Background: an optimization exercise with open tools, aiming at small area, a short achievable clock period and few clock cycles per item. Do not read the settings as production practice. At most, simulation tests tie the RTL to the original design; equivalence was not proved. Power is estimated from default activity; no workload was simulated.

==> flow/design.v (excerpt) <==
module apply_front (
	input logic clk,
	input logic reset,
	input logic in_valid,
	output logic in_ready,
	input logic [3-1:0] in_id,
	input logic in_negate,
	input logic [1:0] in_op,
	input logic [16-1:0] in_f,
	input logic [16-1:0] in_g,
	output logic var_req_valid,
	input logic var_req_ready,
	output logic [16-2:0] var_req_node,
	input logic var_resp_valid,
	input logic [8-1:0] var_resp_var,
	input logic cfg_write,
	input logic [8-1:0] cfg_address,
	input logic [32-1:0] cfg_wdata,
	output logic out_valid,
	input logic out_ready,
	output logic [3-1:0] out_id,
	output logic out_negate,
	output logic [1:0] out_op,
	output logic [16-1:0] out_f,
	output logic [16-1:0] out_g,
	output logic out_hit,
	output logic [16-1:0] out_result,
	output logic [8-1:0] out_top,
	output logic out_fetch_f,
	output logic out_fetch_g,
	output logic out_quantify
);
	logic hit;
	logic [1:0] rsel;
	logic swap;
	logic need_f;
	logic need_g;
	logic shared;
	logic [8-1:0] qvar;
	logic qbit;
	terminal_check terminal_check_i (
		.op(in_op), .f(in_f), .g(in_g),
		.hit(hit), .rsel(rsel), .swap(swap),
		.need_f(need_f), .need_g(need_g), .shared(shared)
	);
	var_fetch_ctrl var_fetch_ctrl_i (
		.clk(clk), .reset(reset),
		.in_valid(in_valid), .in_ready(in_ready),
		.in_id(in_id), .in_negate(in_negate), .in_op(in_op), .in_f(in_f), .in_g(in_g),
		.in_hit(hit), .in_rsel(rsel), .in_swap(swap),
  ...
For scale: ~1,400 cells after synthesis, roughly 600 flip-flops, roughly 180 I/O pins, roughly 25,000 sq um of cells after synthesis.
Settings: LEC_CHECK=0, CAP_MARGIN=20, CORE_MARGIN=2, CORE_UTILIZATION=40, CTS_BUF_LIST=sky130_fd_sc_hd__clkbuf_8, CTS_CLUSTER_DIAMETER=60, CTS_CLUSTER_SIZE=16, SETUP_SLACK_MARGIN=3.15, SLEW_MARGIN=20; clock period 5.5 ns.
run.sh (not shown) runs the stock make flow with config.mk's settings and CLKGATE_MAP_FILE= SYNTH_SCRIPT=/design/flow/synth_recipe.tcl, a recipe that flattens the netlist after the stock synthesis.
Then changed:
--- a/flow/design.v
+++ b/flow/design.v
@@ -148,27 +148,30 @@
 	logic [N-1:0][3-1:0] e_id;
 	logic [N-1:0] e_negate;
 	logic [N-1:0][1:0] e_op;
 	logic [N-1:0][IW-1:0] e_f;  
 	logic [N-1:0][IW-1:0] e_g;
 	logic [N-1:0] e_hit;
 	logic [N-1:0][1:0] e_c;
+	logic [N-1:0] e_swap;  
 	logic [N-1:0][VW-1:0] e_top;  
 	logic [N-1:0] e_x;  
 	logic [N-1:0] e_y;  
 	logic [N-1:0] e_q;
 	logic [N-1:0] e_pf;  
 	logic [N-1:0] e_pg;
 	logic [N-1:0] e_wf;  
 	logic [N-1:0] e_wg;
 	logic [PW:0] wp;  
 	logic [PW:0] ip;  
 	logic [PW:0] rp;  
 	logic [PW:0] wp_next;
 	logic [PW:0] rp_next;
+	logic [PW:0] used;  
+	logic full_next;
 	logic alloc;
 	logic [PW-1:0] wi;
 	logic [PW-1:0] ii;
 	logic [PW-1:0] ri;
 	logic g_valid;
 	logic g_pf;
 	logic g_pg;
@@ -205,26 +208,28 @@
 	logic head_done_next;
 	assign wi = wp[PW-1:0];
 	assign ii = ip[PW-1:0];
 	assign ri = rp[PW-1:0];
 	assign alloc = in_valid && in_ready;
 	assign wp_next = wp + alloc;
 	assign rp_next = rp + o_load;
+	assign used = wp - rp;
+	assign full_next = (used == N) ? (!o_load || alloc) : ((used == N - 1) && alloc && !o_load);
 	assign in_pf = !in_hit && in_need_f;
 	assign in_pg = !in_hit && in_need_g;
 	assign rq_open = !mem_req_valid || mem_req_ready;
 	assign g_valid = (ip != wp);
 	assign g_pf = e_pf[ii];
 	assign g_pg = e_pg[ii];
 	assign g_avail = g_valid && (g_pf || g_pg);
 	assign g_load = g_avail && rq_open;
 	always_comb
 	begin
 		for (int i = 0; i < N; i++)
-			e_next[i] = (e_pf[i] ^ e_c[i][0]) ? e_f[i][IW-1:1] : e_g[i][IW-1:1];
+			e_next[i] = (e_pf[i] ^ e_swap[i]) ? e_f[i][IW-1:1] : e_g[i][IW-1:1];
 	end
 	assign g_node = e_next[ii];
 	assign i_adv = g_valid && (!(g_pf || g_pg) || (g_load && !(g_pf && g_pg)));
 	always_comb
 	begin
 		logic [PW-1:0] k;
 		t_found = 1'b0;
@@ -295,15 +300,15 @@
 		else
 		begin
 			rr_upd <= mem_resp_valid && f_upd;
 			if (mem_resp_valid)
 				second <= t_more;
 			wp <= wp_next;
 			rp <= rp_next;
-			in_ready <= !((wp_next[PW] != rp_next[PW]) && (wp_next[PW-1:0] == rp_next[PW-1:0])) ||
+			in_ready <= !full_next ||
 				head_done_next;
 			ip <= ip_next;
 			if (rq_open)
 				mem_req_valid <= g_avail;
 			if (o_load)
 				out_valid <= 1'b1;
 			else if (out_ready)
@@ -318,16 +323,16 @@
 			begin
 				e_id[i] <= in_id;
 				e_negate[i] <= in_negate;
 				e_op[i] <= in_op;
 				e_f[i] <= in_f;
 				e_g[i] <= in_g;
 				e_hit[i] <= in_hit;
-				e_c[i] <= in_hit ? in_rsel :
-					{in_need_f, (in_op == 2'd3) ? in_shared : in_swap};
+				e_c[i] <= in_hit ? in_rsel : {in_need_f, in_shared};
+				e_swap[i] <= in_swap;
 			end
 		end
 	end
 	always_ff @(posedge clk)
 	begin
 		for (int i = 0; i < N; i++)
 		begin
@@ -388,15 +393,15 @@
 	begin
 		if (o_load)
 		begin
 			out_id <= e_id[ri];
 			out_negate <= e_negate[ri];
 			out_op <= e_op[ri];
 			out_hit <= e_hit[ri];
-			if (e_c[ri][0] && !e_hit[ri] && !r_fonly)
+			if (e_swap[ri] && !e_hit[ri])
 			begin
 				out_f <= e_g[ri];
 				out_g <= e_f[ri];
 			end
 			else
 			begin
 				out_f <= e_f[ri];
@@ -423,26 +428,24 @@
 	input logic [8-1:0] cfg_address,
 	input logic [32-1:0] cfg_wdata,
 	input logic [8-1:0] qvar,
 	output logic qbit  
 );
 	localparam int SEL_W = $clog2((256 / 32));
 	logic [(256 / 32)-1:0][32-1:0] words;
-	logic [32-1:0] wdata;
-	logic wr_any;
 	logic [(256 / 32)-1:0] qcol;
 	logic [SEL_W-1:0] qsel;
-	assign wdata = reset ? '0 : cfg_wdata;
-	assign wr_any = cfg_write && (cfg_address[8-1:SEL_W] == '0);
 	always_ff @(posedge clk)
 	begin
 		for (int i = 0; i < (256 / 32); i++)
 		begin
-			if (reset || (wr_any && cfg_address[SEL_W-1:0] == i))
-				words[i] <= wdata;
+			if (reset)
+				words[i] <= '0;
+			else if (cfg_write && cfg_address == i)
+				words[i] <= cfg_wdata;
 		end
 	end
 	always_ff @(posedge clk)
 	begin
 		for (int i = 0; i < (256 / 32); i++)
 			qcol[i] <= words[i][qvar[4:0]];
 		qsel <= qvar[8-1:5];
The new run completed with no timing, DRC or antenna violations.
Die area goes up by 4.2%.
Worst setup slack improved by 0.10 ns.
Non-clock buffer count goes up by 18.
Hold slack got worse by 0.066 ns.
Combinational power goes up by 16%.
Clock power goes up by about 5%.
Design area goes up by 3.6%.
Sequential cell count goes up by 4.
Clock skew goes up by 0.021 ns.
Utilization goes down by 0.36 points.
Critical path depth goes down by 9.
Function was not checked in any run of this note: the RTL went through the layout flow alone.

* * *

apply_front, a different RTL version from the one above (not shown whole).
For scale: ~640 flip-flops, ~180 I/O pins, about 28000 sq um of cells after synthesis.
Settings: LEC_CHECK=0, CAP_MARGIN=20, CORE_MARGIN=2, CORE_UTILIZATION=40, CTS_BUF_LIST=sky130_fd_sc_hd__clkbuf_8, SETUP_SLACK_MARGIN=3.0, SLEW_MARGIN=20; clock period 5.5 ns.
Rerun with:
--- a/flow/design.v
+++ b/flow/design.v
@@ -226,41 +226,34 @@
 	assign g_node = (g_pf ^ e_swap[ii]) ? e_f[ii][IW-1:1] : e_g[ii][IW-1:1];
 	assign g_kind = !g_pf ? K_G : g_pg ? K_F_MORE : e_shared[ii] ? K_F_SHARED : K_F;
 	assign i_adv = g_valid && (!(g_pf || g_pg) || (g_load && !(g_pf && g_pg)));
 	assign h_adv = alloc && !g_valid && !(in_pf || in_pg);
 	assign ti = tg_idx[tr];
 	assign t_kind = tg_kind[tr];
 	assign le = (mem_resp_var <= first_var);
 	assign ge = (first_var <= mem_resp_var);
 	assign is_none = (mem_resp_var == {8{1'b1}});
 	always_comb
 	begin
-		f_top = mem_resp_var;
-		f_ff = 1'b1;
-		f_fg = 1'b1;
-		f_upd = 1'b1;
-		case (t_kind)
-			K_G:
-				if (second)
-				begin
-					f_top = le ? mem_resp_var : first_var;
-					f_ff = ge;
-					f_fg = le;
-					f_upd = le;
-				end
-				else
-					f_ff = is_none;
-			K_F:
-				f_fg = is_none;
-			default: ;
-		endcase
+		f_top = (second && !le) ? first_var : mem_resp_var;
+		f_upd = !second || le;
+		if (second)
+		begin
+			f_ff = ge;
+			f_fg = le;
+		end
+		else
+		begin
+			f_ff = (t_kind != K_G) || is_none;
+			f_fg = (t_kind != K_F) || is_none;
+		end
 	end
 	assign qvar = rr_var;
 	assign r_done = (rp != ip) && e_done[ri];
 	assign o_load = r_done && (!out_valid || out_ready);
 	assign o_q = (rr_upd && rr_ti == ri) ? qbit : e_q[ri];
 	always_ff @(posedge clk)
 	begin
 		rr_var <= mem_resp_var;
 		rr_ti <= ti;
 		if (mem_resp_valid)
 			first_var <= mem_resp_var;
What happened: The new run finished clean. Final cell count shrinks by 0.74%. Sequential share of layout area shrinks by 0.34 points. Routed wire length shrinks by 1.5%. Combinational power shrinks by about 2%. Utilization grows by 1.1 points. Total power grows by 3.3%. Clock skew grows by 0.0072 ns. Area after synthesis shrinks by 0.65%. First-iteration DRC count grows by 9.0%. Global-route usage shrinks by 0.67 points. Clock-buffer cell count grows by 18. Worst setup slack loses 0.29 ns.
Function was not checked in any run of this note: the RTL went through the layout flow alone.

* * *

apply_front, a different RTL version from the one above (not shown whole).
Size: about 180 I/O pins, about 26000 sq um of cells after synthesis.
export LEC_CHECK = 0
export CAP_MARGIN = 20
export CORE_MARGIN = 2
export CORE_UTILIZATION = 40
export CTS_BUF_LIST = sky130_fd_sc_hd__clkbuf_8
export SETUP_SLACK_MARGIN = 3.15
export SLEW_MARGIN = 20
create_clock -name core_clock -period 5.5 [get_ports {clk}]
Then changed:
--- a/flow/design.v
+++ b/flow/design.v
@@ -193,26 +193,24 @@
 	logic le;
 	logic ge;
 	logic is_none;
 	logic [VW-1:0] f_top;
 	logic f_ff;
 	logic f_fg;
 	logic f_upd;
 	logic rr_upd;  
 	logic [PW-1:0] rr_ti;
 	logic r_done;
 	logic o_load;
 	logic o_q;
-	logic [PW:0] ip_next;
-	logic head_done_next;
 	assign wi = wp[PW-1:0];
 	assign ii = ip[PW-1:0];
 	assign ri = rp[PW-1:0];
 	assign alloc = in_valid && in_ready;
 	assign wp_next = wp + alloc;
 	assign rp_next = rp + o_load;
 	assign in_pf = !in_hit && in_need_f;
 	assign in_pg = !in_hit && in_need_g;
 	assign rq_open = !mem_req_valid || mem_req_ready;
 	assign g_valid = (ip != wp);
 	assign g_pf = e_pf[ii];
 	assign g_pg = e_pg[ii];
@@ -250,27 +248,24 @@
 			f_fg = le;
 		end
 		else
 		begin
 			f_ff = (t_kind != K_G) || is_none;
 			f_fg = (t_kind != K_F) || is_none;
 		end
 	end
 	assign qvar = mem_resp_var;
 	assign r_done = (rp != ip) && !(e_wf[ri] || e_wg[ri]);
 	assign o_load = r_done && (!out_valid || out_ready);
 	assign o_q = (rr_upd && rr_ti == ri) ? qbit : e_q[ri];
-	assign ip_next = i_adv ? ip + 1'b1 : ip;
-	assign head_done_next = !o_load && !(out_valid && !out_ready) && (rp != ip_next) &&
-		mem_resp_valid && ti == ri && t_kind != K_F_MORE;
 	always_ff @(posedge clk)
 	begin
 		rr_ti <= ti;
 		if (mem_resp_valid)
 			first_var <= mem_resp_var;
 		if (g_load)
 			mem_req_node <= g_node;
 		if (reset)
 		begin
 			rr_upd <= 1'b0;
 			second <= 1'b0;
 			wp <= '0;
@@ -278,27 +273,27 @@
 			rp <= '0;
 			in_ready <= 1'b1;
 			mem_req_valid <= 1'b0;
 			out_valid <= 1'b0;
 		end
 		else
 		begin
 			rr_upd <= mem_resp_valid && f_upd;
 			if (mem_resp_valid)
 				second <= (t_kind == K_F_MORE);
 			wp <= wp_next;
 			rp <= rp_next;
-			in_ready <= !((wp_next[PW] != rp_next[PW]) && (wp_next[PW-1:0] == rp_next[PW-1:0])) ||
-				head_done_next;
-			ip <= ip_next;
+			in_ready <= !((wp_next[PW] != rp_next[PW]) && (wp_next[PW-1:0] == rp_next[PW-1:0]));
+			if (i_adv)
+				ip <= ip + 1'b1;
 			if (rq_open)
 				mem_req_valid <= g_avail;
 			if (o_load)
 				out_valid <= 1'b1;
 			else if (out_ready)
 				out_valid <= 1'b0;
 		end
 	end
 	always_ff @(posedge clk)
 	begin
 		for (int i = 0; i < N; i++)
 		begin
The changed run went through all stages and came out clean. Sequential cell count does not change. Final area barely changes. Area after synthesis goes up slightly. Hold slack barely changes. Power goes down by a few percent. Setup slack improves by 0.12 ns. Clock power stays flat. Routed wire length goes up by a few percent. Fmax goes up by a few percent. Clock skew goes down by 0.0066 ns.
Testbench counts after the change, summed over its fixed seeds: cycles 9,718, items 4,000.
Only the layout flow was run in the first run of this note; the RTL was not checked for function there.

-- separate check: timing with driven ports --
No port has a modelled driver above. Below, the same layouts with a new extraction and two added sets of constraints.
Step 1 (the two cells are an assumption about what drives the block):
set clk [get_ports {clk}]
set_driving_cell -lib_cell sky130_fd_sc_hd__clkbuf_16 $clk
set_driving_cell -lib_cell sky130_fd_sc_hd__buf_2 [delete_from_list [all_inputs] $clk]
Step 2 adds t to the input delays and takes it off the output delays; t is the mean of the earliest and latest rising clock arrival at the registers after step 1. Input paths then give back, and output paths get back, about the clock's delay inside the block.
Three values: ideal ports, drivers, drivers and shift; two values: the first two.
| run | t (ns) | setup WS [ns] | slew at the worst register clock pin (ns) | worst slew at a driven data input, ns |
|---|---|---|---|---|
| the first run of note 1 | 0.723 | 2.970 / 2.970 / 2.268 | 0.11 / 0.11 | 0.13 |
| the second run of note 1 | 0.715 | 3.071 / 3.013 / 2.380 | 0.10 / 0.10 | 0.10 |
| the first run of note 2 | 0.754 | 2.799 / 2.799 / 2.102 | 0.07 / 0.07 | 0.10 |
| the second run of note 2 | 0.768 | 2.504 / 2.504 / 2.162 | 0.07 / 0.07 | 0.10 |
| the first run of note 3 | 0.755 | 2.989 / 2.989 / 2.277 | 0.07 / 0.07 | 0.15 |
| the second run of note 3 | 0.772 | 3.112 / 3.050 / 2.353 | 0.07 / 0.07 | 0.11 |
After both steps every run listed still meets setup and hold. The setup slack of the second run of note 3, which loses most, moves by -0.062 ns with the drivers and by -0.759 ns with both steps.
